From an optimization exercise on the open Yosys and OpenROAD flow, aimed at small area; shortcuts taken in it are not production practice.
Only simulation tests tie the RTL to the original design; equivalence was not proved.
Power is estimated from default activity; no workload was simulated.

==> design/flow/flow/resyn.sh <==
#!/bin/bash
# Re-map the combinational logic of the standard synthesis netlist ($1, rewritten in place)
# for area with ABC (&deepsyn for 60 s, then dch -f; map -a twice). Flip-flops and tie cells are
# kept as blackboxes, so every register keeps its instance name, its cell type and its
# connections; only the gates between them change. Output in the folder it runs in.
set -euo pipefail
NET=$1
LIB=$FLOW_HOME/platforms/sky130hd/lib/sky130_fd_sc_hd__tt_025C_1v80.lib
yosys -q -p "read_liberty -ignore_miss_func $LIB; write_verilog -noattr resyn_cells_all.v" > resyn_cells.log 2>&1
python3 flow/mkcells.py resyn_cells_all.v
cp "$NET" resyn_in.v
cat > resyn.ys <<EOY
read_verilog comb_models.v
read_verilog bb_stubs.v
read_verilog resyn_in.v
hierarchy -top $FLOW_TOP
flatten
opt_clean -purge
techmap
opt -fast
abc -script flow/resyn.abc -liberty $LIB $(cat dont_use.txt)
read_liberty -lib -ignore_redef $LIB
setundef -zero
opt_clean -purge
hilomap -singleton -hicell sky130_fd_sc_hd__conb_1 HI -locell sky130_fd_sc_hd__conb_1 LO
splitnets
opt_clean -purge
insbuf -buf sky130_fd_sc_hd__buf_4 A X
check -assert
tee -o resyn_stat.txt stat -liberty $LIB
write_verilog -noexpr -noattr -nohex -nodec resyn_out.v
EOY
yosys -s resyn.ys > resyn_yosys.log 2>&1
cp resyn_out.v "$NET"
==> design/flow/flow/mkcells.py <==
#!/usr/bin/env python3
"""Split the cell models that Yosys writes from the liberty (cells_all.v) into
combinational models, which the resynthesis may rebuild, and blackbox stubs for every
other cell (flip-flops, latches, tie, tap, fill, ...), which it keeps as they are.
Also writes the -dont_use arguments for ABC (the platform's list plus clock and delay
cells, which stay out of the logic, and the multi-output adder cells, which ABC cannot
map to)."""
import re, sys
src = open(sys.argv[1]).read()
mods = re.findall(r"(module (sky130_fd_sc_hd__\w+)\((.*?)\);(.*?)endmodule)", src, re.S)
skip = re.compile(r"__(conb|tap|fill|decap|diode|einv|ebuf|probe|lpflow|macro|dl|sdl|df|edf|sdf|sedf|fah|clk|dly|bufinv|bufbuf)")
# adder cells are rebuilt from gates like the rest of the logic (ABC cannot place them)
no_map = re.compile(r"__(fa|ha)_")
comb, bb, dont = [], [], []
for full, name, ports, body in mods:
    if ("reg " in body) or ("always" in body) or skip.search(name) or ("assign" not in body):
        decl = [l.strip() for l in body.split("\n") if re.match(r"\s*(input|output|inout)\b", l)]
        bb.append("(* blackbox *)\nmodule %s(%s);\n  %s\nendmodule\n" % (name, ports, "\n  ".join(decl)))
        dont.append(name)
    else:
        comb.append(full + "\n")
        if no_map.search(name):
            dont.append(name)
open("comb_models.v", "w").write("\n".join(comb))
open("bb_stubs.v", "w").write("\n".join(bb))
open("dont_use.txt", "w").write(" ".join("-dont_use " + d for d in dont))
==> design/flow/standard.sh <==
#!/bin/bash
# synth_recipe.tcl (not shown) runs the flow's synth.tcl, then flattens the netlist and writes it again
# the make line also repeats each setting of config.mk as NAME=value (left out here)
make -C /OpenROAD-flow-scripts/flow DESIGN_CONFIG=/design/flow/config.mk WORK_HOME=/design/flow/orfs CLKGATE_MAP_FILE= SYNTH_SCRIPT=/design/flow/synth_recipe.tcl "${@:-finish}"
==> design/flow/design.v <==
package bce_pkg;
    localparam int ROWS_W = 7;
    localparam int ACC_W  = 29;
    localparam int FR_W   = 21;
    function automatic logic frac_bit(input logic [4:0] mi, input logic [4:0] t);
        case ({mi, t})
            10'd512: frac_bit = 1'b1;
            10'd513: frac_bit = 1'b1;
            10'd523: frac_bit = 1'b1;
            10'd524: frac_bit = 1'b1;
            10'd525: frac_bit = 1'b1;
            10'd527: frac_bit = 1'b1;
            10'd529: frac_bit = 1'b1;
            10'd532: frac_bit = 1'b1;
            10'd256: frac_bit = 1'b1;
            10'd258: frac_bit = 1'b1;
            10'd259: frac_bit = 1'b1;
            10'd260: frac_bit = 1'b1;
            10'd261: frac_bit = 1'b1;
            10'd264: frac_bit = 1'b1;
            10'd266: frac_bit = 1'b1;
            10'd267: frac_bit = 1'b1;
            10'd270: frac_bit = 1'b1;
            10'd273: frac_bit = 1'b1;
            10'd275: frac_bit = 1'b1;
            10'd769: frac_bit = 1'b1;
            10'd771: frac_bit = 1'b1;
            10'd772: frac_bit = 1'b1;
            10'd774: frac_bit = 1'b1;
            10'd775: frac_bit = 1'b1;
            10'd776: frac_bit = 1'b1;
            10'd778: frac_bit = 1'b1;
            10'd780: frac_bit = 1'b1;
            10'd782: frac_bit = 1'b1;
            10'd783: frac_bit = 1'b1;
            10'd784: frac_bit = 1'b1;
            10'd787: frac_bit = 1'b1;
            10'd788: frac_bit = 1'b1;
            10'd131: frac_bit = 1'b1;
            10'd140: frac_bit = 1'b1;
            10'd141: frac_bit = 1'b1;
            10'd142: frac_bit = 1'b1;
            10'd144: frac_bit = 1'b1;
            10'd146: frac_bit = 1'b1;
            10'd385: frac_bit = 1'b1;
            10'd387: frac_bit = 1'b1;
            10'd389: frac_bit = 1'b1;
            10'd391: frac_bit = 1'b1;
            10'd392: frac_bit = 1'b1;
            10'd393: frac_bit = 1'b1;
            10'd396: frac_bit = 1'b1;
            10'd397: frac_bit = 1'b1;
            10'd399: frac_bit = 1'b1;
            10'd401: frac_bit = 1'b1;
            10'd402: frac_bit = 1'b1;
            10'd403: frac_bit = 1'b1;
            10'd640: frac_bit = 1'b1;
            10'd649: frac_bit = 1'b1;
            10'd651: frac_bit = 1'b1;
            10'd653: frac_bit = 1'b1;
            10'd654: frac_bit = 1'b1;
            10'd657: frac_bit = 1'b1;
            10'd658: frac_bit = 1'b1;
            10'd660: frac_bit = 1'b1;
            10'd896: frac_bit = 1'b1;
            10'd897: frac_bit = 1'b1;
            10'd898: frac_bit = 1'b1;
            10'd899: frac_bit = 1'b1;
            10'd900: frac_bit = 1'b1;
            10'd901: frac_bit = 1'b1;
            10'd904: frac_bit = 1'b1;
            10'd906: frac_bit = 1'b1;
            10'd912: frac_bit = 1'b1;
            10'd914: frac_bit = 1'b1;
            10'd915: frac_bit = 1'b1;
            10'd916: frac_bit = 1'b1;
            10'd71: frac_bit = 1'b1;
            10'd74: frac_bit = 1'b1;
            10'd75: frac_bit = 1'b1;
            10'd78: frac_bit = 1'b1;
            10'd79: frac_bit = 1'b1;
            10'd81: frac_bit = 1'b1;
            10'd193: frac_bit = 1'b1;
            10'd194: frac_bit = 1'b1;
            10'd200: frac_bit = 1'b1;
            10'd201: frac_bit = 1'b1;
            10'd202: frac_bit = 1'b1;
            10'd203: frac_bit = 1'b1;
            10'd205: frac_bit = 1'b1;
            10'd206: frac_bit = 1'b1;
            10'd207: frac_bit = 1'b1;
            10'd208: frac_bit = 1'b1;
            10'd209: frac_bit = 1'b1;
            10'd210: frac_bit = 1'b1;
            10'd322: frac_bit = 1'b1;
            10'd323: frac_bit = 1'b1;
            10'd324: frac_bit = 1'b1;
            10'd326: frac_bit = 1'b1;
            10'd327: frac_bit = 1'b1;
            10'd328: frac_bit = 1'b1;
            10'd330: frac_bit = 1'b1;
            10'd331: frac_bit = 1'b1;
            10'd335: frac_bit = 1'b1;
            10'd338: frac_bit = 1'b1;
            10'd339: frac_bit = 1'b1;
            10'd448: frac_bit = 1'b1;
            10'd450: frac_bit = 1'b1;
            10'd456: frac_bit = 1'b1;
            10'd462: frac_bit = 1'b1;
            10'd463: frac_bit = 1'b1;
            10'd468: frac_bit = 1'b1;
            10'd579: frac_bit = 1'b1;
            10'd580: frac_bit = 1'b1;
            10'd581: frac_bit = 1'b1;
            10'd582: frac_bit = 1'b1;
            10'd585: frac_bit = 1'b1;
            10'd587: frac_bit = 1'b1;
            10'd588: frac_bit = 1'b1;
            10'd591: frac_bit = 1'b1;
            10'd594: frac_bit = 1'b1;
            10'd596: frac_bit = 1'b1;
            10'd705: frac_bit = 1'b1;
            10'd707: frac_bit = 1'b1;
            10'd715: frac_bit = 1'b1;
            10'd717: frac_bit = 1'b1;
            10'd723: frac_bit = 1'b1;
            10'd724: frac_bit = 1'b1;
            10'd835: frac_bit = 1'b1;
            10'd836: frac_bit = 1'b1;
            10'd839: frac_bit = 1'b1;
            10'd842: frac_bit = 1'b1;
            10'd844: frac_bit = 1'b1;
            10'd845: frac_bit = 1'b1;
            10'd846: frac_bit = 1'b1;
            10'd848: frac_bit = 1'b1;
            10'd849: frac_bit = 1'b1;
            10'd851: frac_bit = 1'b1;
            10'd852: frac_bit = 1'b1;
            10'd963: frac_bit = 1'b1;
            10'd966: frac_bit = 1'b1;
            10'd967: frac_bit = 1'b1;
            10'd971: frac_bit = 1'b1;
            10'd975: frac_bit = 1'b1;
            10'd977: frac_bit = 1'b1;
            10'd978: frac_bit = 1'b1;
            10'd979: frac_bit = 1'b1;
            10'd980: frac_bit = 1'b1;
            10'd32: frac_bit = 1'b1;
            10'd34: frac_bit = 1'b1;
            10'd35: frac_bit = 1'b1;
            10'd37: frac_bit = 1'b1;
            10'd39: frac_bit = 1'b1;
            10'd40: frac_bit = 1'b1;
            10'd41: frac_bit = 1'b1;
            10'd43: frac_bit = 1'b1;
            10'd45: frac_bit = 1'b1;
            10'd46: frac_bit = 1'b1;
            10'd48: frac_bit = 1'b1;
            10'd96: frac_bit = 1'b1;
            10'd97: frac_bit = 1'b1;
            10'd98: frac_bit = 1'b1;
            10'd100: frac_bit = 1'b1;
            10'd104: frac_bit = 1'b1;
            10'd105: frac_bit = 1'b1;
            10'd109: frac_bit = 1'b1;
            10'd114: frac_bit = 1'b1;
            10'd160: frac_bit = 1'b1;
            10'd163: frac_bit = 1'b1;
            10'd164: frac_bit = 1'b1;
            10'd166: frac_bit = 1'b1;
            10'd167: frac_bit = 1'b1;
            10'd168: frac_bit = 1'b1;
            10'd169: frac_bit = 1'b1;
            10'd172: frac_bit = 1'b1;
            10'd173: frac_bit = 1'b1;
            10'd175: frac_bit = 1'b1;
            10'd177: frac_bit = 1'b1;
            10'd178: frac_bit = 1'b1;
            10'd226: frac_bit = 1'b1;
            10'd233: frac_bit = 1'b1;
            10'd237: frac_bit = 1'b1;
            10'd240: frac_bit = 1'b1;
            10'd243: frac_bit = 1'b1;
            10'd288: frac_bit = 1'b1;
            10'd292: frac_bit = 1'b1;
            10'd296: frac_bit = 1'b1;
            10'd300: frac_bit = 1'b1;
            10'd301: frac_bit = 1'b1;
            10'd302: frac_bit = 1'b1;
            10'd304: frac_bit = 1'b1;
            10'd305: frac_bit = 1'b1;
            10'd307: frac_bit = 1'b1;
            10'd352: frac_bit = 1'b1;
            10'd353: frac_bit = 1'b1;
            10'd354: frac_bit = 1'b1;
            10'd356: frac_bit = 1'b1;
            10'd357: frac_bit = 1'b1;
            10'd358: frac_bit = 1'b1;
            10'd359: frac_bit = 1'b1;
            10'd360: frac_bit = 1'b1;
            10'd361: frac_bit = 1'b1;
            10'd365: frac_bit = 1'b1;
            10'd367: frac_bit = 1'b1;
            10'd368: frac_bit = 1'b1;
            10'd370: frac_bit = 1'b1;
            10'd371: frac_bit = 1'b1;
            10'd418: frac_bit = 1'b1;
            10'd422: frac_bit = 1'b1;
            10'd424: frac_bit = 1'b1;
            10'd426: frac_bit = 1'b1;
            10'd427: frac_bit = 1'b1;
            10'd428: frac_bit = 1'b1;
            10'd429: frac_bit = 1'b1;
            10'd431: frac_bit = 1'b1;
            10'd432: frac_bit = 1'b1;
            10'd433: frac_bit = 1'b1;
            10'd434: frac_bit = 1'b1;
            10'd435: frac_bit = 1'b1;
            10'd480: frac_bit = 1'b1;
            10'd481: frac_bit = 1'b1;
            10'd484: frac_bit = 1'b1;
            10'd485: frac_bit = 1'b1;
            10'd488: frac_bit = 1'b1;
            10'd489: frac_bit = 1'b1;
            10'd490: frac_bit = 1'b1;
            10'd491: frac_bit = 1'b1;
            10'd492: frac_bit = 1'b1;
            10'd493: frac_bit = 1'b1;
            10'd495: frac_bit = 1'b1;
            10'd496: frac_bit = 1'b1;
            10'd500: frac_bit = 1'b1;
            10'd544: frac_bit = 1'b1;
            10'd546: frac_bit = 1'b1;
            10'd548: frac_bit = 1'b1;
            10'd549: frac_bit = 1'b1;
            10'd551: frac_bit = 1'b1;
            10'd552: frac_bit = 1'b1;
            10'd553: frac_bit = 1'b1;
            10'd555: frac_bit = 1'b1;
            10'd557: frac_bit = 1'b1;
            10'd559: frac_bit = 1'b1;
            10'd560: frac_bit = 1'b1;
            10'd561: frac_bit = 1'b1;
            10'd564: frac_bit = 1'b1;
            10'd609: frac_bit = 1'b1;
            10'd615: frac_bit = 1'b1;
            10'd618: frac_bit = 1'b1;
            10'd623: frac_bit = 1'b1;
            10'd624: frac_bit = 1'b1;
            10'd626: frac_bit = 1'b1;
            10'd628: frac_bit = 1'b1;
            10'd672: frac_bit = 1'b1;
            10'd677: frac_bit = 1'b1;
            10'd680: frac_bit = 1'b1;
            10'd681: frac_bit = 1'b1;
            10'd683: frac_bit = 1'b1;
            10'd686: frac_bit = 1'b1;
            10'd688: frac_bit = 1'b1;
            10'd689: frac_bit = 1'b1;
            10'd690: frac_bit = 1'b1;
            10'd692: frac_bit = 1'b1;
            10'd739: frac_bit = 1'b1;
            10'd741: frac_bit = 1'b1;
            10'd742: frac_bit = 1'b1;
            10'd743: frac_bit = 1'b1;
            10'd752: frac_bit = 1'b1;
            10'd755: frac_bit = 1'b1;
            10'd756: frac_bit = 1'b1;
            10'd803: frac_bit = 1'b1;
            10'd808: frac_bit = 1'b1;
            10'd809: frac_bit = 1'b1;
            10'd810: frac_bit = 1'b1;
            10'd813: frac_bit = 1'b1;
            10'd815: frac_bit = 1'b1;
            10'd817: frac_bit = 1'b1;
            10'd819: frac_bit = 1'b1;
            10'd820: frac_bit = 1'b1;
            10'd866: frac_bit = 1'b1;
            10'd867: frac_bit = 1'b1;
            10'd868: frac_bit = 1'b1;
            10'd871: frac_bit = 1'b1;
            10'd873: frac_bit = 1'b1;
            10'd874: frac_bit = 1'b1;
            10'd875: frac_bit = 1'b1;
            10'd876: frac_bit = 1'b1;
            10'd877: frac_bit = 1'b1;
            10'd882: frac_bit = 1'b1;
            10'd883: frac_bit = 1'b1;
            10'd884: frac_bit = 1'b1;
            10'd929: frac_bit = 1'b1;
            10'd931: frac_bit = 1'b1;
            10'd932: frac_bit = 1'b1;
            10'd935: frac_bit = 1'b1;
            10'd939: frac_bit = 1'b1;
            10'd942: frac_bit = 1'b1;
            10'd943: frac_bit = 1'b1;
            10'd944: frac_bit = 1'b1;
            10'd946: frac_bit = 1'b1;
            10'd947: frac_bit = 1'b1;
            10'd948: frac_bit = 1'b1;
            10'd992: frac_bit = 1'b1;
            10'd997: frac_bit = 1'b1;
            10'd998: frac_bit = 1'b1;
            10'd999: frac_bit = 1'b1;
            10'd1000: frac_bit = 1'b1;
            10'd1002: frac_bit = 1'b1;
            10'd1006: frac_bit = 1'b1;
            10'd1008: frac_bit = 1'b1;
            10'd1009: frac_bit = 1'b1;
            10'd1010: frac_bit = 1'b1;
            10'd1011: frac_bit = 1'b1;
            10'd1012: frac_bit = 1'b1;
            default: frac_bit = 1'b0;
        endcase
    endfunction
endpackage
module bce_engine (
    input  logic [6:0] i_x,
    input  logic [4:0] i_t,
    output logic       o_bit
);
    logic [2:0] e;      
    logic [4:0] mi;     
    logic       fbit;
    bce_frac_rom u_rom (.mi(mi), .t(i_t), .b(fbit));
    always_comb begin
        casez (i_x)
            7'b1??????: begin e = 3'd6; mi = i_x[5:1];          end
            7'b01?????: begin e = 3'd5; mi = i_x[4:0];          end
            7'b001????: begin e = 3'd4; mi = {i_x[3:0], 1'b0};  end
            7'b0001???: begin e = 3'd3; mi = {i_x[2:0], 2'b0};  end
            7'b00001??: begin e = 3'd2; mi = {i_x[1:0], 3'b0};  end
            7'b000001?: begin e = 3'd1; mi = {i_x[0], 4'b0};    end
            default:    begin e = 3'd0; mi = 5'd0;              end
        endcase
    end
    always_comb begin
        if (i_t < 5'(bce_pkg::FR_W)) begin
            o_bit = fbit;
        end else if (i_t < 5'(bce_pkg::FR_W + 3)) begin
            o_bit = e[i_t - 5'(bce_pkg::FR_W)];
        end else begin
            o_bit = 1'b0;
        end
    end
endmodule
module bce_frac_rom (
    input  logic [4:0] mi,
    input  logic [4:0] t,
    output logic       b
);
    logic new_n12, new_n13, new_n14, new_n15, new_n16, new_n17, new_n18, new_n19;
    logic new_n20, new_n21, new_n22, new_n23, new_n24, new_n25, new_n26, new_n27;
    logic new_n28, new_n29, new_n30, new_n31, new_n32, new_n33, new_n34, new_n35;
    logic new_n36, new_n37, new_n38, new_n39, new_n40, new_n41, new_n42, new_n43;
    logic new_n44, new_n45, new_n46, new_n47, new_n48, new_n49, new_n50, new_n51;
    logic new_n52, new_n53, new_n54, new_n55, new_n56, new_n57, new_n58, new_n59;
    logic new_n60, new_n61, new_n62, new_n63, new_n64, new_n65, new_n66, new_n67;
    logic new_n68, new_n69, new_n70, new_n71, new_n72, new_n73, new_n74, new_n75;
    logic new_n76, new_n77, new_n78, new_n79, new_n80, new_n81, new_n82, new_n83;
    logic new_n84, new_n85, new_n86, new_n87, new_n88, new_n89, new_n90, new_n91;
    logic new_n92, new_n93, new_n94, new_n95, new_n96, new_n97, new_n98, new_n99;
    logic new_n100, new_n101, new_n102, new_n103, new_n104, new_n105, new_n106, new_n107;
    logic new_n108, new_n109, new_n110, new_n111, new_n112, new_n113, new_n114, new_n115;
    logic new_n116, new_n117, new_n118, new_n119, new_n120, new_n121, new_n122, new_n123;
    logic new_n124, new_n125, new_n126, new_n127, new_n128, new_n129, new_n130, new_n131;
    logic new_n132, new_n133, new_n134, new_n135, new_n136, new_n137, new_n138, new_n139;
    logic new_n140, new_n141, new_n142, new_n143, new_n144, new_n145, new_n146, new_n147;
    logic new_n148, new_n149, new_n150, new_n151, new_n152, new_n153, new_n154, new_n155;
    logic new_n156, new_n157, new_n158, new_n159, new_n160, new_n161, new_n162, new_n163;
    logic new_n164, new_n165, new_n166, new_n167, new_n168, new_n169, new_n170, new_n171;
    logic new_n172, new_n173, new_n174, new_n175, new_n176, new_n177, new_n178, new_n179;
    logic new_n180, new_n181, new_n182, new_n183, new_n184, new_n185, new_n186, new_n187;
    logic new_n188, new_n189, new_n190, new_n191, new_n192, new_n193, new_n194, new_n195;
    logic new_n196, new_n197, new_n198, new_n199, new_n200, new_n201, new_n202, new_n203;
    logic new_n204, new_n205, new_n206, new_n207, new_n208, new_n209, new_n210, new_n211;
    logic new_n212, new_n213, new_n214, new_n215, new_n216, new_n217, new_n218, new_n219;
    logic new_n220, new_n221, new_n222, new_n223, new_n224, new_n225, new_n226, new_n227;
    logic new_n228, new_n229, new_n230, new_n231, new_n232, new_n233, new_n234, new_n235;
    logic new_n236, new_n237, new_n238, new_n239, new_n240, new_n241, new_n242, new_n243;
    logic new_n244, new_n245, new_n246, new_n247, new_n248, new_n249, new_n250, new_n251;
    assign new_n12 = ~mi[0]& t[4];
    assign new_n13 = mi[1]& ~new_n12;
    assign new_n14 = ~t[2]& ~t[3];
    assign new_n15 = t[4]& new_n14;
    assign new_n16 = ~mi[0]& ~t[1];
    assign new_n17 = new_n15 & ~new_n16;
    assign new_n18 = ~t[0]& new_n17;
    assign new_n19 = ~t[0]& new_n14;
    assign new_n20 = ~mi[0]& ~t[4];
    assign new_n21 = new_n19 & new_n20;
    assign new_n22 = ~t[1]& new_n21;
    assign new_n23 = ~t[2]& t[3];
    assign new_n24 = t[0]& new_n23;
    assign new_n25 = ~t[0]& t[2];
    assign new_n26 = t[1]& t[3];
    assign new_n27 = new_n25 & new_n26;
    assign new_n28 = ~new_n24 & ~new_n27;
    assign new_n29 = ~t[4]& ~new_n28;
    assign new_n30 = ~new_n22 & ~new_n29;
    assign new_n31 = ~new_n18 & new_n30;
    assign new_n32 = ~new_n13 & new_n31;
    assign new_n33 = t[1]& ~t[4];
    assign new_n34 = new_n19 & new_n33;
    assign new_n35 = t[0]& t[1];
    assign new_n36 = new_n14 & new_n35;
    assign new_n37 = ~mi[1]& ~new_n36;
    assign new_n38 = ~t[2]& ~t[4];
    assign new_n39 = t[0]& ~t[1];
    assign new_n40 = ~mi[0]& new_n39;
    assign new_n41 = ~new_n38 & new_n40;
    assign new_n42 = ~t[0]& new_n26;
    assign new_n43 = t[1]& ~t[2];
    assign new_n44 = ~new_n42 & new_n43;
    assign new_n45 = mi[0]& ~t[4];
    assign new_n46 = t[3]& ~new_n25;
    assign new_n47 = new_n45 & ~new_n46;
    assign new_n48 = ~new_n44 & ~new_n47;
    assign new_n49 = ~new_n41 & new_n48;
    assign new_n50 = new_n37 & ~new_n49;
    assign new_n51 = t[4]& ~new_n14;
    assign new_n52 = new_n32 & ~new_n51;
    assign new_n53 = ~new_n19 & new_n28;
    assign new_n54 = new_n45 & ~new_n53;
    assign new_n55 = ~t[3]& new_n33;
    assign new_n56 = ~new_n54 & ~new_n55;
    assign new_n57 = t[0]& ~new_n56;
    assign new_n58 = mi[0]& t[1];
    assign new_n59 = ~t[4]& ~new_n58;
    assign new_n60 = t[2]& t[3];
    assign new_n61 = new_n20 & new_n35;
    assign new_n62 = new_n60 & ~new_n61;
    assign new_n63 = new_n59 & new_n62;
    assign new_n64 = new_n38 & new_n42;
    assign new_n65 = ~t[0]& ~t[1];
    assign new_n66 = t[2]& ~t[3];
    assign new_n67 = new_n65 & new_n66;
    assign new_n68 = new_n14 & new_n58;
    assign new_n69 = ~new_n67 & ~new_n68;
    assign new_n70 = ~new_n64 & new_n69;
    assign new_n71 = ~new_n63 & new_n70;
    assign new_n72 = ~new_n57 & new_n71;
    assign new_n73 = ~new_n52 & new_n72;
    assign new_n74 = ~new_n50 & ~new_n73;
    assign new_n75 = t[0]& ~new_n32;
    assign new_n76 = t[1]& ~new_n75;
    assign new_n77 = new_n74 & new_n76;
    assign new_n78 = t[0]& ~new_n74;
    assign new_n79 = new_n15 & ~new_n78;
    assign new_n80 = ~new_n77 & new_n79;
    assign new_n81 = ~new_n34 & ~new_n80;
    assign new_n82 = ~new_n32 & ~new_n81;
    assign new_n83 = ~mi[0]& ~t[2];
    assign new_n84 = ~t[3]& ~new_n83;
    assign new_n85 = ~new_n46 & ~new_n84;
    assign new_n86 = ~new_n40 & ~new_n43;
    assign new_n87 = ~new_n85 & new_n86;
    assign new_n88 = mi[1]& ~new_n87;
    assign new_n89 = ~t[4]& ~new_n88;
    assign new_n90 = ~new_n82 & ~new_n89;
    assign new_n91 = t[2]& new_n16;
    assign new_n92 = ~new_n65 & ~new_n91;
    assign new_n93 = ~new_n60 & ~new_n92;
    assign new_n94 = mi[0]& ~t[1];
    assign new_n95 = new_n60 & new_n94;
    assign new_n96 = ~mi[1]& ~new_n27;
    assign new_n97 = ~new_n95 & new_n96;
    assign new_n98 = ~new_n93 & new_n97;
    assign new_n99 = ~new_n90 & ~new_n98;
    assign new_n100 = new_n15 & new_n88;
    assign new_n101 = new_n81 & new_n100;
    assign new_n102 = ~new_n99 & ~new_n101;
    assign new_n103 = ~t[2]& ~new_n102;
    assign new_n104 = new_n45 & new_n66;
    assign new_n105 = t[0]& new_n104;
    assign new_n106 = mi[0]& t[4];
    assign new_n107 = ~new_n37 & ~new_n106;
    assign new_n108 = ~new_n105 & ~new_n107;
    assign new_n109 = ~new_n54 & new_n108;
    assign new_n110 = ~mi[3]& ~new_n109;
    assign new_n111 = ~new_n103 & ~new_n110;
    assign new_n112 = new_n15 & new_n39;
    assign new_n113 = new_n38 & new_n94;
    assign new_n114 = ~new_n112 & ~new_n113;
    assign new_n115 = new_n20 & new_n26;
    assign new_n116 = new_n114 & ~new_n115;
    assign new_n117 = mi[1]& ~new_n61;
    assign new_n118 = ~new_n83 & ~new_n117;
    assign new_n119 = ~t[0]& ~t[3];
    assign new_n120 = t[1]& ~new_n23;
    assign new_n121 = new_n45 & ~new_n120;
    assign new_n122 = ~new_n68 & ~new_n121;
    assign new_n123 = new_n119 & ~new_n122;
    assign new_n124 = ~new_n118 & ~new_n123;
    assign new_n125 = new_n116 & new_n124;
    assign new_n126 = ~new_n111 & ~new_n125;
    assign new_n127 = t[3]& new_n39;
    assign new_n128 = ~mi[3]& ~new_n127;
    assign new_n129 = ~mi[1]& t[0];
    assign new_n130 = new_n15 & new_n129;
    assign new_n131 = new_n20 & new_n43;
    assign new_n132 = ~new_n130 & ~new_n131;
    assign new_n133 = new_n102 & new_n132;
    assign new_n134 = ~new_n128 & ~new_n133;
    assign new_n135 = ~mi[2]& ~new_n134;
    assign new_n136 = ~new_n126 & new_n135;
    assign new_n137 = new_n39 & ~new_n84;
    assign new_n138 = ~new_n23 & ~new_n26;
    assign new_n139 = ~mi[0]& ~new_n138;
    assign new_n140 = mi[1]& ~new_n139;
    assign new_n141 = ~new_n137 & new_n140;
    assign new_n142 = ~t[4]& ~new_n141;
    assign new_n143 = new_n81 & ~new_n142;
    assign new_n144 = t[4]& new_n65;
    assign new_n145 = ~new_n42 & ~new_n144;
    assign new_n146 = mi[0]& ~new_n145;
    assign new_n147 = ~mi[0]& ~new_n63;
    assign new_n148 = ~t[3]& new_n39;
    assign new_n149 = ~new_n43 & ~new_n148;
    assign new_n150 = ~new_n147 & new_n149;
    assign new_n151 = ~t[4]& ~new_n150;
    assign new_n152 = ~new_n146 & ~new_n151;
    assign new_n153 = new_n37 & ~new_n152;
    assign new_n154 = ~mi[3]& ~new_n153;
    assign new_n155 = ~new_n143 & new_n154;
    assign new_n156 = mi[1]& ~new_n144;
    assign new_n157 = ~new_n66 & ~new_n146;
    assign new_n158 = new_n33 & ~new_n157;
    assign new_n159 = t[0]& ~t[4];
    assign new_n160 = ~new_n20 & ~new_n159;
    assign new_n161 = ~new_n114 & new_n160;
    assign new_n162 = t[4]& new_n67;
    assign new_n163 = ~new_n161 & ~new_n162;
    assign new_n164 = ~new_n17 & ~new_n105;
    assign new_n165 = new_n117 & new_n164;
    assign new_n166 = new_n163 & new_n165;
    assign new_n167 = ~new_n158 & new_n166;
    assign new_n168 = ~new_n156 & ~new_n167;
    assign new_n169 = new_n38 & new_n65;
    assign new_n170 = ~new_n21 & ~new_n169;
    assign new_n171 = t[1]& new_n60;
    assign new_n172 = ~new_n160 & new_n171;
    assign new_n173 = ~new_n121 & ~new_n172;
    assign new_n174 = new_n170 & new_n173;
    assign new_n175 = ~new_n168 & new_n174;
    assign new_n176 = ~new_n47 & ~new_n113;
    assign new_n177 = t[0]& ~new_n176;
    assign new_n178 = ~mi[0]& new_n144;
    assign new_n179 = ~new_n51 & ~new_n178;
    assign new_n180 = ~new_n25 & ~new_n83;
    assign new_n181 = new_n26 & ~new_n180;
    assign new_n182 = new_n59 & new_n119;
    assign new_n183 = ~new_n181 & ~new_n182;
    assign new_n184 = new_n179 & new_n183;
    assign new_n185 = ~new_n177 & new_n184;
    assign new_n186 = ~mi[1]& ~new_n185;
    assign new_n187 = mi[3]& ~new_n186;
    assign new_n188 = ~new_n175 & new_n187;
    assign new_n189 = mi[2]& ~new_n188;
    assign new_n190 = ~new_n155 & new_n189;
    assign new_n191 = ~new_n136 & ~new_n190;
    assign new_n192 = ~mi[4]& ~new_n191;
    assign new_n193 = t[0]& ~new_n14;
    assign new_n194 = new_n20 & ~new_n23;
    assign new_n195 = ~new_n66 & new_n194;
    assign new_n196 = ~new_n17 & ~new_n104;
    assign new_n197 = ~new_n195 & new_n196;
    assign new_n198 = ~t[1]& ~new_n197;
    assign new_n199 = new_n193 & new_n198;
    assign new_n200 = mi[2]& ~new_n199;
    assign new_n201 = t[0]& new_n14;
    assign new_n202 = new_n116 & new_n201;
    assign new_n203 = t[1]& new_n104;
    assign new_n204 = ~new_n202 & ~new_n203;
    assign new_n205 = new_n200 & new_n204;
    assign new_n206 = ~t[2]& new_n42;
    assign new_n207 = ~new_n35 & ~new_n201;
    assign new_n208 = ~new_n43 & ~new_n207;
    assign new_n209 = ~new_n206 & ~new_n208;
    assign new_n210 = new_n45 & ~new_n209;
    assign new_n211 = ~new_n35 & ~new_n171;
    assign new_n212 = t[2]& ~new_n127;
    assign new_n213 = new_n211 & new_n212;
    assign new_n214 = ~new_n24 & ~new_n213;
    assign new_n215 = new_n20 & ~new_n214;
    assign new_n216 = t[3]& new_n61;
    assign new_n217 = ~mi[2]& ~new_n216;
    assign new_n218 = ~new_n18 & new_n217;
    assign new_n219 = ~new_n215 & new_n218;
    assign new_n220 = ~new_n210 & new_n219;
    assign new_n221 = ~new_n205 & ~new_n220;
    assign new_n222 = t[0]& new_n131;
    assign new_n223 = ~new_n168 & ~new_n222;
    assign new_n224 = ~new_n221 & new_n223;
    assign new_n225 = new_n31 & new_n200;
    assign new_n226 = ~new_n19 & ~new_n193;
    assign new_n227 = new_n45 & ~new_n226;
    assign new_n228 = new_n217 & ~new_n227;
    assign new_n229 = ~new_n198 & new_n228;
    assign new_n230 = ~new_n225 & ~new_n229;
    assign new_n231 = new_n163 & new_n168;
    assign new_n232 = ~new_n230 & new_n231;
    assign new_n233 = ~new_n224 & ~new_n232;
    assign new_n234 = ~mi[3]& ~new_n233;
    assign new_n235 = new_n20 & new_n211;
    assign new_n236 = ~new_n133 & new_n235;
    assign new_n237 = ~new_n38 & ~new_n39;
    assign new_n238 = ~new_n159 & ~new_n237;
    assign new_n239 = ~new_n14 & ~new_n67;
    assign new_n240 = ~new_n238 & ~new_n239;
    assign new_n241 = new_n45 & ~new_n211;
    assign new_n242 = ~mi[1]& ~new_n241;
    assign new_n243 = ~new_n240 & new_n242;
    assign new_n244 = ~new_n236 & new_n243;
    assign new_n245 = mi[2]& ~new_n167;
    assign new_n246 = ~new_n244 & new_n245;
    assign new_n247 = ~mi[2]& new_n74;
    assign new_n248 = mi[3]& ~new_n247;
    assign new_n249 = ~new_n246 & new_n248;
    assign new_n250 = ~new_n234 & ~new_n249;
    assign new_n251 = mi[4]& ~new_n250;
    assign b = ~new_n192 & ~new_n251;
endmodule
module binary_column_entropy_sum_core
#(
    parameter int MAX_ROWS    = 64,
    parameter int MAX_COLUMNS = 4096,
    parameter int FRAC_BITS   = 16
) (
    input  logic              i_clk,
    input  logic              i_rst_n,
    input  logic              i_cfg_we,
    input  logic [6:0]        i_cfg_wdata,
    input  logic              s_axis_tvalid,
    output logic              s_axis_tready,
    input  logic [63:0]       s_axis_tdata,
    input  logic              s_axis_tlast,
    output logic              m_axis_tvalid,
    input  logic              m_axis_tready,
    output logic [31:0]       m_axis_tdata,
    output logic              m_axis_tuser
);
    localparam logic [2:0] S_IDLE = 3'd0, S_COUNT = 3'd1, S_MAC = 3'd2, S_DIV = 3'd3,
                           S_ADD = 3'd4, S_FIX = 3'd5, S_OUT = 3'd6, S_CLR = 3'd7;
    logic [2:0]  r_st;
    logic [6:0]  r_rows;
    logic [63:0] r_sh;       
    logic [6:0]  r_m, r_k;
    logic [5:0]  r_cnt;
    logic [1:0]  r_ph;
    logic [7:0]  r_a;        
    logic [28:0] r_tot;
    logic        r_ovf, r_last;
    logic        idle, xfer;
    logic [6:0]  m_eff;
    logic [6:0]  x;
    logic        lbit;
    logic        bb;
    logic [7:0]  a_sum;
    logic        loop_wr, loop_bit;
    logic [6:0]  rem_t;
    logic [7:0]  rem_d;
    logic        q_bit;
    logic        add_b, add_s, add_c;
    logic        tot_en, tot_in;
    assign idle          = (r_st == S_IDLE);
    assign s_axis_tready = idle;
    assign m_axis_tvalid = (r_st == S_OUT);
    assign m_axis_tdata  = {3'b000, r_tot};
    assign m_axis_tuser  = r_ovf;
    assign m_eff = (r_rows == 7'd0) ? 7'd1 : (r_rows > 7'd64) ? 7'd64 : r_rows;
    assign x = (r_ph == 2'd0) ? r_m : (r_ph == 2'd1) ? r_k : (r_m - r_k);
    bce_engine u_log (
        .i_x   (x),
        .i_t   (r_cnt[4:0]),
        .o_bit (lbit)
    );
    assign bb    = lbit ^ (r_ph != 2'd0);
    assign a_sum = r_a + (bb ? {1'b0, x} : 8'd0);
    assign rem_t = {r_a[5:0], r_sh[0]};
    assign rem_d = {1'b0, rem_t} - {1'b0, r_m};
    assign q_bit = !rem_d[7];
    always_comb begin
        loop_wr  = 1'b0;
        loop_bit = r_sh[0];
        if (r_st == S_COUNT || r_st == S_CLR) begin
            loop_bit = r_sh[25];
        end else if (r_st == S_FIX) begin
            loop_bit = 1'b0;
        end else if (r_st == S_MAC && r_ph == 2'd2 && r_cnt >= 6'd4) begin
            loop_wr  = 1'b1;
            loop_bit = a_sum[0];
        end else if (r_st == S_DIV && r_k == 7'd24) begin
            loop_bit = q_bit;
        end
    end
    assign add_b = !(r_cnt[4] && r_cnt[3]) && r_sh[0];
    assign add_s = r_tot[0] ^ add_b ^ r_a[0];
    assign add_c = (r_tot[0] & add_b) | (r_tot[0] & r_a[0]) | (add_b & r_a[0]);
    always_comb begin
        tot_en = 1'b0;
        tot_in = 1'b0;
        case (r_st)
            S_ADD: begin
                tot_en = (r_ph == 2'd2);
                tot_in = add_s;
            end
            S_FIX: begin
                tot_en = 1'b1;
                tot_in = r_tot[0] & !(r_ovf && r_cnt != 6'd28);
            end
            S_CLR: begin
                tot_en = 1'b1;
                tot_in = 1'b0;
            end
            default: ;
        endcase
    end
    always_ff @(posedge i_clk) begin
        if (!i_rst_n) begin
            r_rows <= 7'd64;
        end else if (i_cfg_we) begin
            r_rows <= i_cfg_wdata;
        end
    end
    assign xfer = idle && s_axis_tvalid;
    always_ff @(posedge i_clk) begin
        r_sh[63:25] <= {1'b0, r_sh[63:26]} | (xfer ? s_axis_tdata[63:25] : 39'd0);
        r_sh[24]    <= loop_bit | (xfer && s_axis_tdata[24]);
        r_sh[23:0]  <= r_sh[24:1] | (xfer ? s_axis_tdata[23:0] : 24'd0);
    end
    always_ff @(posedge i_clk) begin
        if (tot_en) r_tot <= {tot_in, r_tot[28:1]};
    end
    always_ff @(posedge i_clk) begin
        if (!i_rst_n) begin
            r_st  <= S_CLR;
            r_cnt <= 6'd0;
        end else begin
            case (r_st)
                S_IDLE: begin
                    r_m    <= m_eff;
                    r_last <= s_axis_tlast;
                    r_k    <= 7'd0;
                    r_cnt  <= 6'd0;
                    if (s_axis_tvalid) r_st <= S_COUNT;
                end
                S_COUNT: begin
                    if (r_sh[0]) r_k <= r_k + 7'd1;
                    r_cnt <= r_cnt + 6'd1;
                    r_ph  <= 2'd0;
                    r_a   <= {1'b0, r_m};
                    if ({1'b0, r_cnt} + 7'd1 == r_m) begin
                        r_cnt <= 6'd0;
                        r_st  <= S_MAC;
                    end
                end
                S_MAC: begin
                    if (r_ph == 2'd2) begin
                        r_ph  <= 2'd0;
                        r_a   <= a_sum >> 1;
                        r_cnt <= r_cnt + 6'd1;
                        if (r_cnt == 6'd28) begin
                            r_a   <= 8'd0;
                            r_cnt <= 6'd4;
                            r_k   <= 7'd0;
                            r_st  <= S_DIV;
                        end
                    end else begin
                        r_ph <= r_ph + 2'd1;
                        r_a  <= a_sum;
                    end
                end
                S_DIV: begin
                    r_k <= r_k + 7'd1;
                    if (r_k == 7'd24) begin
                        r_k      <= 7'd3;
                        r_a[5:0] <= q_bit ? rem_d[5:0] : rem_t[5:0];
                        r_cnt    <= r_cnt + 6'd1;
                        if (r_cnt == 6'd28) begin
                            r_a[1:0] <= {1'b0, q_bit};   
                            r_ph  <= 2'd0;
                            r_cnt <= 6'd0;
                            r_st  <= S_ADD;
                        end
                    end
                end
                S_ADD: begin
                    r_ph <= (r_ph == 2'd2) ? 2'd0 : r_ph + 2'd1;
                    if (r_ph == 2'd2) begin
                        r_a[1:0] <= {r_a[1] | add_s, add_c};
                        r_cnt <= r_cnt + 6'd1;
                        if (r_cnt == 6'd28) begin
                            if (add_s && r_a[1]) r_ovf <= 1'b1;
                            r_cnt <= 6'd0;
                            r_st  <= S_FIX;
                        end
                    end
                end
                S_FIX: begin
                    r_cnt <= r_cnt + 6'd1;
                    if (r_cnt == 6'd28) begin
                        r_cnt <= 6'd0;
                        r_st  <= r_last ? S_OUT : S_IDLE;
                    end
                end
                S_OUT: begin
                    if (m_axis_tready) r_st <= S_CLR;
                end
                default: begin  
                    r_cnt <= r_cnt + 6'd1;
                    r_ovf <= 1'b0;
                    if (r_cnt == 6'd63) begin
                        r_cnt <= 6'd0;
                        r_st  <= S_IDLE;
                    end
                end
            endcase
        end
    end
endmodule
==> design/flow/flow/resyn.abc <==
strash
&get -n
&deepsyn -T 60 -S 1
&put
dch -f
map -a
strash
dch -f
map -a
topo
==> design/flow/flow/run.sh <==
#!/bin/bash
# Own layout flow: the standard layout (standard.sh) with these changes:
#  - after the standard synthesis, its combinational gates are re-optimised and re-mapped for area by ABC
#    (resyn.sh); the registers stay exactly as the standard synthesis made them;
#  - after the floorplan, combinational cells are set to drive strength 1 (downsize.tcl);
#    placement's repair_design then sizes up wherever slew, capacitance or timing needs it;
#  - the port buffers that global placement inserts are buf_1 instead of the cell that
#    buffer_ports picks by default (each port still gets its own buffer);
#  - clock tree synthesis uses clkbuf_8 and inserts no dummy loads.
# Each tool's output goes to its own log here; each ORFS step also logs under orfs/logs/.
set -euo pipefail
R=orfs/results/sky130hd/binary_column_entropy_sum_core/base
export BUFFER_PORTS_ARGS="-buffer_cell sky130_fd_sc_hd__buf_1"
export CTS_ARGS="-sink_clustering_enable -repair_clock_nets -buf_list sky130_fd_sc_hd__clkbuf_8 -dont_use_dummy_load"
bash standard.sh synth > standard_synth.log 2>&1
bash flow/resyn.sh $R/1_2_yosys.v > resyn.log 2>&1
rm -f $R/1_synth.odb $R/1_synth.sdc
bash standard.sh floorplan > standard_floorplan.log 2>&1
DOWNSIZE_ODB=$R/2_floorplan.odb openroad -no_init -exit flow/downsize.tcl > downsize.log 2>&1
bash standard.sh > standard_flow.log 2>&1
==> design/flow/constraint.sdc <==
create_clock -name core_clock -period 11.0 [get_ports {i_clk}]
set_input_delay 2.2000 -clock core_clock [delete_from_list [all_inputs] [get_ports {i_clk}]]
set_output_delay 2.2000 -clock core_clock [all_outputs]
set_load 0.01 [all_outputs]
==> design/flow/config.mk <==
export PLATFORM = sky130hd
export DESIGN_NAME = binary_column_entropy_sum_core
export DESIGN_NICKNAME = binary_column_entropy_sum_core
export VERILOG_FILES = /design/flow/design.v
export SDC_FILE = /design/flow/constraint.sdc
export NUM_CORES = 4
export LEC_CHECK = 0
export ABC_AREA = 1
export CAP_MARGIN = 20
export CORE_MARGIN = 2
export CORE_UTILIZATION = 65
export CTS_BUF_LIST = sky130_fd_sc_hd__clkbuf_8
export PLACE_DENSITY = 0.72
export SLEW_MARGIN = 20
==> design/flow/flow/downsize.tcl <==
# Set every combinational cell of the floorplanned netlist to its smallest drive strength
# (X_1) where the library has one. Flip-flops, tie cells and tap cells are left alone.
# Placement's repair_design (3_4_place_resized) later upsizes or buffers wherever slew,
# capacitance or fanout needs it, and timing repair fixes any path that then fails.
set odb_file $::env(DOWNSIZE_ODB)
read_db $odb_file
set db [ord::get_db]
set block [[$db getChip] getBlock]
set n 0
foreach inst [$block getInsts] {
  set m [[$inst getMaster] getName]
  if {![regexp {^sky130_fd_sc_hd__([a-z0-9]+)_([0-9]+)$} $m -> base drv]} { continue }
  if {$drv <= 1} { continue }
  if {[regexp {^(s?e?df|dl|sdl|tap|conb|clk|decap|fill|diode|lpflow|probe)} $base]} { continue }
  set nm [$db findMaster "sky130_fd_sc_hd__${base}_1"]
  if {$nm == "NULL" || $nm == ""} { continue }
  $inst swapMaster $nm
  incr n
}
puts "downsize: $n cells set to drive strength 1"
write_db $odb_file
==> impl_metrics.tcl, run 1 <==
set metrics [dict create \
    clock-sinks 135 \
    syn_avg_cell_area_um2 8.12 \
    drtIter0Drc 1260 \
    antenna_found_initial 0 \
    grt_pass1_vias 6868 \
    dpl.cell_count 1065 \
    slew_viol_final 0 \
    final.setup_skew_ns 0.0377 \
    cp.arrival_ns 8.71 \
    dp_hpwl_um 15700 \
    stdcell_count 1082 \
    hold_path_class "reg -> reg" \
    p_leak_nw 3.02 \
    register_area_um2 3250 \
    final_hold_viol_count 0 \
    syn_area_um2 6820 \
    dieWidth_um 106 \
    clkLatencyLatePin_ns 0.45 \
    cts_resized 0 \
    clockBufferDepth 2 \
    start_util_pct 66.6 \
    max-slew-margin-rel_pct 36.2 \
    slowest_stage "edfxtp_1" \
    worstHoldEndpoint "r_sh[21]" \
    cap_violations 0 \
    grt_pass1_wl_um 35200 \
    setup_violations 0 \
    cts_buffers 17 \
    drt-wirelength-per-cell_um 21.1 \
    r2r-start "r_k[1]" \
    area_delta_synth_final_pct 11.1 \
    antenna_left 0 \
    root_buffer "clkbuf_8" \
    dr.pass1.iters 9 \
    tns_ns 0 \
    rsz0062_at_grt "false" \
    post_cts_buffers 0 \
    fp.dieH_um 106 \
    cp-start-kind "flop" \
    min_from "r_sh[22]" \
    fmax_mhz 117 \
    place.gp.congestion 1.03 \
    endpoint_kind "flop" \
    finalCritPeriodShare_pct 77.4 \
    ctsHoldBuffers 0 \
    yosysWarnings 2 \
    power_mw 1.96 \
    multi_input_area_um2 3000 \
    wl_um 22800 \
    cts_tree "done" \
    cp_slowest_stage_delay_ns 0.44 \
    outcome "finished clean" \
    cts_max_level 4 \
    core_um2 10200 \
    critPathRequiredTime_ns 11.19 \
    crit_top_cell "nand2_1" \
    grt_max_degree 67 \
    grtUsageTotal_pct 40.5 \
    grt-ovfl-total 0 \
    synthCells 839 \
    min_path_cells 1 \
    regToRegSetupSlack_ns 2.49 \
    layout-drive-gt1-share_pct 2.64 \
    nets 1025 \
    drc 0 \
    ios 112 \
    p_per_area_nw_per_um2 259 \
    path_class "reg -> reg" \
    io_buffers 108 \
    n_antenna_cell 0 \
    ir_drop_uv 203 \
    r2r_cells 56 \
    r2r_end "r_a[6]" \
    vias_per_cell 6.69 \
    vias 7237 \
    tightest_slew_ns 0.957 \
    n_fill_cell 643 \
    die_area_um2 11300 \
    layout_min_cycle_time_ns 8.51 \
    worst-path-max-fanout 12 \
    utilization_pct 74.0 \
    rows 37 \
    clk_pin_slew_ns 0.07 \
]
-- cells in the final DEF, fill, tap and decap left out, types with 2 or more instances in the layout --
cell and count:
nor2_1 144, inv_1 123, buf_1 107, nand2_1 84, dfxtp_1 80, a31o_1 63, o21ai_0 55, a21oi_1 55
edfxtp_1 55, nor3_1 27, nand3_1 18, clkbuf_8 17, a22oi_1 16, a31oi_1 14, xor2_1 11, o22ai_1 10
xnor2_1 9, o211ai_1 7, nand4_1 5, a211oi_1 5, buf_4 5, nor4_1 4, a221oi_1 3, or2_1 3
o311ai_0 3, conb_1 3, clkinv_1 2, o32ai_1 2, o31ai_1 2, o2111ai_1 2, a311oi_1 2
-- registers in the layout (all words and copies together) (netlist names) --
register	cells
r_a	8
r_cnt	6
r_k	7
r_last	1
r_m	7
r_ovf	1
r_ph	2
r_rows	7
r_sh	64
r_st	3
r_tot	29
-- critical path, delay by kind of cell, from the launching register on --
family / cells / cell delay, ns
XOR/XNOR: 1 / 0.19
AND/OR/NAND/NOR: 27 / 3.16
AO/OA/AOI/OAI: 20 / 3.50
flip-flops: 1 / 0.44
buffers and inverters: 8 / 0.95
-- how the worst max path moves through the flow --
| stage | start | to | slack (ns) | depth (start not counted) |
|---|---|---|---|---|
| floorplan | r_k[1] | r_a[6] | 4.15 | 56 |
| detailed placement | r_k[1] | r_a[6] | 2.87 | 56 |
| CTS | r_k[1] | r_a[6] | 2.86 | 56 |
| global placement | r_k[1] | r_a[6] | 3.43 | 56 |
| finish | r_k[1] | r_a[6] | 2.49 | 56 |
| global route | r_k[1] | r_a[6] | 1.82 | 56 |
-- per-stage QoR --
stage / instance area [um^2] / hold slack, ns / setup WS [ns]
3_3_place_gp: 7340 / 0.395 / 3.43
4_1_cts: 7570 / 0.404 / 2.86
2_1_floorplan: 6820 / 0.395 / 4.15
6_report: 7570 / 0.397 / 2.49
3_5_place_dp: 7340 / 0.398 / 2.87
5_1_grt: 7570 / 0.409 / 1.82
-- final cells by class --
class / instances / share of cell area [%]
clock buffer: 17 / 3.09
inverter: 125 / 6.20
multi-input combinational: 556 / 39.6
sequential: 135 / 43.0
tap: 136 / 2.25
timing repair buffer: 113 / 5.87
-- layer usage --
layer  up-vias  global-route usage (%)  routed length (um)
li1       3120                       -                   -
met1      3235                    49.2                7980
met2       710                    64.9               10400
met3       172                    10.7                3020
met4         0                    23.2                1420
met5         -                       0                   0
-- power breakdown --
group          switching [mW]  internal, mW
clock network           0.163         0.136
registers               0.101         0.709
logic                   0.595         0.257
total                   0.859          1.10
==> run 2: changes to the inputs <==
==> design/flow/flow/mkcells.py (replaced) <==
#!/usr/bin/env python3
"""Split the cell models that Yosys writes from the liberty (cells_all.v) into
combinational models, which the resynthesis may rebuild, and blackbox stubs for every
other cell (flip-flops, latches, tie, tap, fill, ...), which it keeps as they are.
Also writes the -dont_use arguments for ABC: the blackboxed cells, the platform's
list, and clock, delay and multi-output adder cells, which ABC does not map to (any
such cell already in the netlist is rebuilt from plain gates)."""
import re, sys
src = open(sys.argv[1]).read()
mods = re.findall(r"(module (sky130_fd_sc_hd__\w+)\((.*?)\);(.*?)endmodule)", src, re.S)
keep = re.compile(r"__(conb|tap|fill|decap|diode|einv|ebuf|probe|lpflow|macro|dl|sdl|df|edf|sdf|sedf|fah)")
no_map = re.compile(r"__(fa_|ha_|clk|dly|bufinv|bufbuf)")
comb, bb, dont = [], [], []
for full, name, ports, body in mods:
    if ("reg " in body) or ("always" in body) or keep.search(name) or ("assign" not in body):
        decl = [l.strip() for l in body.split("\n") if re.match(r"\s*(input|output|inout)\b", l)]
        bb.append("(* blackbox *)\nmodule %s(%s);\n  %s\nendmodule\n" % (name, ports, "\n  ".join(decl)))
        dont.append(name)
    else:
        comb.append(full + "\n")
        if no_map.search(name):
            dont.append(name)
open("comb_models.v", "w").write("\n".join(comb))
open("bb_stubs.v", "w").write("\n".join(bb))
open("dont_use.txt", "w").write(" ".join("-dont_use " + d for d in dont))
==> design/flow/flow/resyn.abc (replaced) <==
strash
&get -n
&deepsyn -T 60 -S 1
&put
dch -f
map -a
strash
dch -f
amap
topo
--- a/design/flow/flow/resyn.sh
+++ b/design/flow/flow/resyn.sh
@@ -1,6 +1,6 @@
 #!/bin/bash
 # Re-map the combinational logic of the standard synthesis netlist ($1, rewritten in place)
-# for area with ABC (&deepsyn for 60 s, then dch -f; map -a twice). Flip-flops and tie cells are
+# for area with ABC (&deepsyn for 60 s, then dch -f with map -a, then dch -f with amap). Flip-flops and tie cells are
 # kept as blackboxes, so every register keeps its instance name, its cell type and its
 # connections; only the gates between them change. Output in the folder it runs in.
 set -euo pipefail
==> impl_metrics.tcl, run 2 <==
set metrics [dict create \
    antenna_found_initial 0 \
    cp.arrival_ns 10.41 \
    crit_top_cell "nor2_1" \
    path_buf_inv 4 \
    drt-wirelength-per-cell_um 18.8 \
    dieWidth_um 104 \
    placedInstanceArea_um2 7090 \
    register_area_um2 3250 \
    synthCells 755 \
    cts_buffers 17 \
    layout-drive-gt1-share_pct 2.83 \
    path_class "reg -> reg" \
    vias 6507 \
    grt_max_degree 67 \
    post_cts_buffers 0 \
    clkLatencyLatePin_ns 0.43 \
    final_common_cell "nor2_1" \
    place.gp.congestion 1.04 \
    final_cell_mix "nor2_1, buf_1, dfxtp_1, inv_1, a31o_1" \
    yosysWarnings 2 \
    dpl.cell_count 998 \
    endpoint_kind "flop" \
    crit_family "compound AO/OA/AOI/OAI gates" \
    syn_area_um2 6490 \
    outcome "finished clean" \
    vias_per_cell 6.41 \
    clock-sinks 135 \
    largest_reg_flops 64 \
    start_util_pct 66.7 \
    dp_hpwl_um 13800 \
    n_antenna_cell 0 \
    max-slew-margin-rel_pct 34.5 \
    multi_input_area_um2 2940 \
    root_buffer "clkbuf_8" \
    die_area_um2 10800 \
    ir_drop_uv 152 \
    grt-ovfl-total 0 \
    antenna_left 0 \
    stdcell_count 1015 \
    p_leak_nw 2.75 \
    design_area_um2 7330 \
    finalCritPeriodShare_pct 93.2 \
    layout_min_cycle_time_ns 10.26 \
    clk_pin_slew_ns 0.06 \
    core_um2 9730 \
    setup_violations 0 \
    clockBufferDepth 2 \
    ios 112 \
    cts_max_level 4 \
    slew_viol_final 0 \
    cap_violations 0 \
    area_delta_synth_final_pct 12.9 \
    grt_pass1_vias 6311 \
    largest_register "r_sh" \
    cts_tree "done" \
    grt_pass1_wl_um 29800 \
    reg.largest.list "r_sh (64), r_tot (29), r_a (8)" \
    nets 961 \
    cp-start-kind "flop" \
    tns_ns 0 \
    tightest_slew_ns 0.975 \
    rows 36 \
    wl_um 19100 \
    rsz0062_at_grt "false" \
    worst-path-max-fanout 9 \
    slowest_stage "o21ai_0" \
    cp_slowest_stage_delay_ns 0.66 \
    grtUsageTotal_pct 34.4 \
    drc 0 \
    drtIter0Drc 862 \
    final.setup_skew_ns 0.0211 \
    fmax_mhz 97.5 \
    cts_resized 0 \
    final_hold_viol_count 0 \
    dr.pass1.iters 10 \
    p_per_area_nw_per_um2 261 \
    hold_path_class "reg -> reg" \
    io_buffers 108 \
    ctsHoldBuffers 0 \
    n_fill_cell 694 \
    fp.dieH_um 104 \
    critPathRequiredTime_ns 11.15 \
    syn_avg_cell_area_um2 8.60 \
]
run 2: where the power goes:
group	switching [mW]	internal (mW)
Clock	0.152	0.136
Sequential	0.0962	0.711
Combinational	0.548	0.271
run 2: final timing paths:
check	from	cells after the start	slack, ns	to
min	r_sh[44]	1	0.41	r_sh[43]
max reg2reg	r_k[1]	55	0.74	r_a[6]
min reg2reg	r_sh[44]	1	0.41	r_sh[43]
max	r_k[1]	55	0.74	r_a[6]
run 2: final cells by class:
class	count	area share (%)
multi-input combinational	540	40.2
sequential	135	44.4
tap	133	2.27
timing repair buffer	112	5.96
clock buffer	17	3.19
inverter	78	4.00
run 2: worst register-to-register path: cells and delay by family (launching register included):
kind / cells / cell delay [ns]
AND/OR/NAND/NOR: 25 / 3.54
buffers and inverters: 4 / 0.77
flip-flops: 1 / 0.43
AO/OA/AOI/OAI: 26 / 5.26
run 2: routing by layer:
metal | routed length, um | GRT usage, %
met1 | 7020 | 39.1
met3 | 1760 | 7.71
met5 | 0 | 0
met4 | 760 | 17.1
met2 | 9560 | 60.9
run 2: through the flow:
stage	setup slack, ns	util, %	hold slack (ns)	power (mW)
2_1_floorplan	3.05	-	0.392	1.34
3_3_place_gp	2.05	72.8	0.393	1.56
3_5_place_dp	1.44	72.8	0.398	1.59
4_1_cts	1.36	75.2	0.414	1.88
5_1_grt	0.0564	75.3	0.424	2.01
6_report	0.743	75.3	0.413	1.91
==> run 3: changes to the inputs <==
==> design/flow/flow/resyn.abc (replaced) <==
strash
&get -n
&deepsyn -T 60 -S 1
&put
dch -f
amap
topo
--- a/design/flow/flow/resyn.sh
+++ b/design/flow/flow/resyn.sh
@@ -1,6 +1,6 @@
 #!/bin/bash
 # Re-map the combinational logic of the standard synthesis netlist ($1, rewritten in place)
-# for area with ABC (&deepsyn for 60 s, then dch -f with map -a, then dch -f with amap). Flip-flops and tie cells are
+# for area with ABC (&deepsyn for 60 s, then dch -f and amap, the area-oriented mapper). Flip-flops and tie cells are
 # kept as blackboxes, so every register keeps its instance name, its cell type and its
 # connections; only the gates between them change. Output in the folder it runs in.
 set -euo pipefail
==> impl_metrics.tcl, run 3 <==
set metrics [dict create \
    min_path_cells 1 \
    use_met2_pct 60.2 \
    clockBufferDepth 2 \
    root_buffer "clkbuf_8" \
    outcome "finished clean" \
    tns_ns 0 \
    min_from "r_sh[15]" \
    clock-sinks 135 \
    drt-wirelength-per-cell_um 19.9 \
    vias 6518 \
    nets 939 \
    final_hold_viol_count 0 \
    reg.largest.list "r_sh (64), r_tot (29), r_a (8)" \
    yosysWarnings 2 \
    cp-start-kind "flop" \
    final_common_cell "nor2_1" \
    worst-path-max-fanout 9 \
    cts_tree "done" \
    grt-ovfl-total 0 \
    hold_path_class "reg -> reg" \
    drc 0 \
    largest_register "r_sh" \
    cts_max_level 4 \
    dr.pass1.iters 8 \
    largest_reg_flops 64 \
    fmax_mhz 102 \
    area_delta_synth_final_pct 13.5 \
    grtUsageTotal_pct 37.2 \
    setup_violations 0 \
    r2r_cells 55 \
    antenna_found_initial 0 \
    path_class "reg -> reg" \
    utilization_pct 75.3 \
    syn_avg_cell_area_um2 8.78 \
    slowest_stage "edfxtp_1" \
    synthCells 732 \
    clkLatencyLatePin_ns 0.44 \
    ctsHoldBuffers 0 \
    r2r_end "r_a[6]" \
    grt_max_degree 65 \
    layout_min_cycle_time_ns 9.79 \
    gr-usage-met3_pct 12.2 \
    finalCritPeriodShare_pct 89.0 \
    endpoint_kind "flop" \
    slew_viol_final 0 \
    final.setup_skew_ns 0.0248 \
    grt_pass1_wl_um 30100 \
    cts_buffers 17 \
    cp_slowest_stage_delay_ns 0.44 \
    max-slew-margin-rel_pct 47.9 \
    rows 36 \
    met1_usage_pct 44.5 \
    ir_drop_uv 155 \
    layout-drive-gt1-share_pct 3.02 \
    ios 112 \
    regToRegSetupSlack_ns 1.21 \
    startpoint "r_m[0]" \
    final_cell_mix "nor2_1, buf_1, dfxtp_1, inv_1, a21o_1" \
    dp_hpwl_um 14000 \
    dieWidth_um 103 \
    rsz0062_at_grt "false" \
    clk_pin_slew_ns 0.08 \
    vias_per_cell 6.56 \
    critPathRequiredTime_ns 11.16 \
    busiest_layer "met2" \
    core_um2 9680 \
    io_buffers 108 \
    syn_area_um2 6420 \
    p_per_area_nw_per_um2 259 \
    r2r-start "r_m[0]" \
    wl_um 19700 \
    start_util_pct 66.3 \
    drtIter0Drc 838 \
    worstHoldEndpoint "r_sh[14]" \
    grt_pass1_vias 6224 \
    place.gp.congestion 1.01 \
    cp.arrival_ns 9.95 \
    p_leak_nw 3.29 \
    n_antenna_cell 0 \
    die_area_um2 10700 \
    antenna_left 0 \
    cap_violations 0 \
    tightest_slew_ns 0.774 \
    fp.dieH_um 103 \
]
-- run 3: worst max-delay path: cells and delay by family, from the launching register on --
| family | cells | cell delay, ns |
|---|---|---|
| flops | 1 | 0.44 |
| simple gates | 22 | 3.01 |
| compound gates | 30 | 5.62 |
| buf+inv | 3 | 0.43 |
-- run 3: how the worst max path moves through the flow --
stage | cells past startpoint | slack, ns | to
global route | 56 | 0.18 | r_a[6]
floorplan | 55 | 2.86 | r_a[6]
global placement | 55 | 2.05 | r_a[6]
detailed placement | 55 | 1.36 | r_a[6]
CTS | 55 | 1.29 | r_a[6]
finish | 55 | 1.21 | r_a[6]
-- run 3: final cells by class --
class / count / area, um^2
clock buffer: 17 / 234
fill: 645 / 2390
inverter: 75 / 282
multi-input combinational: 520 / 2890
sequential: 135 / 3250
tap: 133 / 166
timing repair buffer: 113 / 463
-- run 3: repair_timing --
item / in CTS / in global routing
gates resized for setup: 0 / 2
setup buffers: 0 / 0
setup endpoints to repair: 0 / 3
-- run 3: power by group --
group	switching (mW)	internal [mW]	total [mW]	leakage [nW]
Clock	0.159	0.136	0.295	0.122
Combinational	0.518	0.260	0.778	1.98
Sequential	0.0969	0.716	0.813	1.19
Total	0.774	1.11	1.89	3.29
-- run 3: stage by stage --
stage / cells / cell area [um^2] / setup slack (ns) / power, mW / hold WS (ns)
after floorplan: 734 / 6430 / 2.86 / 1.31 / 0.382
after global placement: 975 / 7020 / 2.05 / 1.51 / 0.383
after detailed placement: 975 / 7020 / 1.36 / 1.55 / 0.390
after CTS: 992 / 7250 / 1.29 / 1.84 / 0.407
after global routing: 993 / 7290 / 0.175 / 1.98 / 0.404
final: 993 / 7290 / 1.21 / 1.89 / 0.404
-- run 3: routing by layer --
| metal | part of all wire, % | wire, um |
|---|---|---|
| met1 | 36 | 7200 |
| met2 | 48 | 9560 |
| met3 | 11 | 2190 |
| met4 | 4.1 | 808 |
| met5 | 0 | 0 |
==> run 4: changes to the inputs <==
--- a/design/flow/flow/run.sh
+++ b/design/flow/flow/run.sh
@@ -6,12 +6,12 @@
 #    placement's repair_design then sizes up wherever slew, capacitance or timing needs it;
 #  - the port buffers that global placement inserts are buf_1 instead of the cell that
 #    buffer_ports picks by default (each port still gets its own buffer);
-#  - clock tree synthesis uses clkbuf_8 and inserts no dummy loads.
+#  - clock tree synthesis uses clkbuf_4 and inserts no dummy loads.
 # Each tool's output goes to its own log here; each ORFS step also logs under orfs/logs/.
 set -euo pipefail
 R=orfs/results/sky130hd/binary_column_entropy_sum_core/base
 export BUFFER_PORTS_ARGS="-buffer_cell sky130_fd_sc_hd__buf_1"
-export CTS_ARGS="-sink_clustering_enable -repair_clock_nets -buf_list sky130_fd_sc_hd__clkbuf_8 -dont_use_dummy_load"
+export CTS_ARGS="-sink_clustering_enable -repair_clock_nets -buf_list sky130_fd_sc_hd__clkbuf_4 -dont_use_dummy_load"
 bash standard.sh synth > standard_synth.log 2>&1
 bash flow/resyn.sh $R/1_2_yosys.v > resyn.log 2>&1
 rm -f $R/1_synth.odb $R/1_synth.sdc
--- a/design/flow/config.mk
+++ b/design/flow/config.mk
@@ -9,6 +9,6 @@
 export CAP_MARGIN = 20
 export CORE_MARGIN = 2
 export CORE_UTILIZATION = 65
-export CTS_BUF_LIST = sky130_fd_sc_hd__clkbuf_8
+export CTS_BUF_LIST = sky130_fd_sc_hd__clkbuf_4
 export PLACE_DENSITY = 0.72
 export SLEW_MARGIN = 20
==> impl_metrics.tcl, run 4 <==
set metrics [dict create \
    power_mw 1.80 \
    setup_violations 0 \
    cp_num_cells 55 \
    grtUsageTotal_pct 36.3 \
    largest_register "r_sh" \
    ctsHoldBuffers 0 \
    final_cell_mix "nor2_1, buf_1, dfxtp_1, inv_1, a21o_1" \
    reg.largest.list "r_sh (64), r_tot (29), r_a (8)" \
    tns_ns 0 \
    die_area_um2 10700 \
    cts_resized 0 \
    cts_max_level 4 \
    max-slew-margin-rel_pct 47.3 \
    fmax_mhz 103 \
    path_class "reg -> reg" \
    clkLatencyLatePin_ns 0.52 \
    cp_slowest_stage_delay_ns 0.46 \
    syn_area_um2 6420 \
    largest_reg_flops 64 \
    p_leak_nw 3.24 \
    critPathRequiredTime_ns 11.25 \
    clockBufferDepth 2 \
    antenna_left 0 \
    clk_pin_slew_ns 0.10 \
    nets 939 \
    n_fill_cell 680 \
    synthCells 732 \
    ir_drop_uv 174 \
    finalCritPeriodShare_pct 88.6 \
    antenna_found_initial 0 \
    cap_violations 0 \
    syn_avg_cell_area_um2 8.78 \
    wl_um 19100 \
    layout_min_cycle_time_ns 9.74 \
    dieWidth_um 103 \
    cts_tree "done" \
    ios 112 \
    final.setup_skew_ns 0.0326 \
    slew_viol_final 0 \
    rows 36 \
    path_buf_inv 3 \
    area_delta_synth_final_pct 11.7 \
    slowest_stage "edfxtp_1" \
    endpoint_kind "flop" \
    tightest_slew_ns 0.783 \
    drc 0 \
    core_um2 9680 \
    outcome "finished clean" \
    dp_hpwl_um 14000 \
    fp.dieH_um 103 \
    grt-ovfl-total 0 \
    crit_family "compound AO/OA/AOI/OAI gates" \
    layout-drive-gt1-share_pct 3.02 \
    dr.pass1.iters 6 \
    drtIter0Drc 1006 \
    post_cts_buffers 0 \
    final_common_cell "nor2_1" \
    hold_path_class "reg -> reg" \
    r2r_cells 55 \
    rsz0062_at_grt "false" \
    min_path_cells 1 \
    p_per_area_nw_per_um2 251 \
    yosysWarnings 2 \
    grt_pass1_wl_um 29500 \
    cts_buffers 17 \
    io_buffers 108 \
    start_util_pct 66.3 \
    grt_pass1_vias 6110 \
    final_hold_viol_count 0 \
    vias 6477 \
    cp.arrival_ns 9.99 \
    clock-sinks 135 \
    drt-wirelength-per-cell_um 19.3 \
    vias_per_cell 6.52 \
    root_buffer "clkbuf_4" \
    cp-start-kind "flop" \
    grt_max_degree 65 \
    worst-path-max-fanout 9 \
    place.gp.congestion 1.01 \
    n_antenna_cell 0 \
]
[run 4: cell type report]
type / count / area, um^2 / share of cell area (%)
clock buffer: 17 / 128 / 1.78
inverter: 75 / 282 / 3.92
multi-input combinational: 520 / 2890 / 40.3
sequential: 135 / 3250 / 45.3
tap: 133 / 166 / 2.32
timing repair buffer: 113 / 455 / 6.35
[run 4: layer usage]
| metal | global-route usage, % | up-vias | share of wire (%) |
|---|---|---|---|
| met5 | 0 | - | 0 |
| met4 | 19.3 | 0 | 5.2 |
| met3 | 11.5 | 124 | 12 |
| met2 | 58.0 | 512 | 48 |
| met1 | 44.0 | 2944 | 36 |
| li1 | - | 2897 | - |
[run 4: report_power, final]
| part | switching [mW] | internal [mW] | total [mW] |
|---|---|---|---|
| Sequential | 0.0949 | 0.715 | 0.810 |
| Combinational | 0.510 | 0.260 | 0.771 |
| Clock | 0.149 | 0.0707 | 0.219 |
[run 4: metrics by stage]
stage | util, % | hold WS (ns) | cells | setup WS [ns] | instance area [um^2]
4_1_cts | 73.8 | 0.397 | 992 | 1.27 | 7140
6_report | 74.1 | 0.391 | 993 | 1.26 | 7180
3_3_place_gp | 72.5 | 0.383 | 975 | 2.05 | 7020
3_5_place_dp | 72.5 | 0.390 | 975 | 1.36 | 7020
2_1_floorplan | - | 0.382 | 734 | 2.86 | 6430
5_1_grt | 74.1 | 0.390 | 993 | 0.117 | 7180
[run 4: worst paths after layout]
check / slack (ns) / to / start
min: 0.39 / r_sh[37] / r_sh[38]
max reg2reg: 1.26 / r_a[6] / r_m[0]
max: 1.26 / r_a[6] / r_m[0]
min reg2reg: 0.39 / r_sh[37] / r_sh[38]

-- port drivers added, routing unchanged --
The flow's constraints put no driver on any port. The routed layouts listed below were extracted and timed again, unchanged, in two steps. Step 1 sets driving cells, clkbuf_16 on the clock port and buf_2 on the other inputs (assumed; they add their load-dependent delay and slew). Step 2, shift: input delay + t, output delay - t, t = (earliest + latest rising clock arrival at the registers) / 2. This alone moves slack from input paths to output paths. Three values: ideal ports, drivers, drivers and shift; two values: the first two.
| run | shift t [ns] | setup WS [ns] | hold slack, ns |
|---|---|---|---|
| run 1 | 0.473 | 2.488 / 2.488 / 2.488 | 0.397 / 0.397 / 0.397 |
| run 2 | 0.456 | 0.743 / 0.743 / 0.743 | 0.413 / 0.413 / 0.413 |
| run 3 | 0.459 | 1.207 / 1.207 / 1.207 | 0.404 / 0.404 / 0.404 |
| run 4 | 0.534 | 1.258 / 1.258 / 1.258 | 0.391 / 0.391 / 0.391 |
After both steps setup and hold are still met in every run listed.
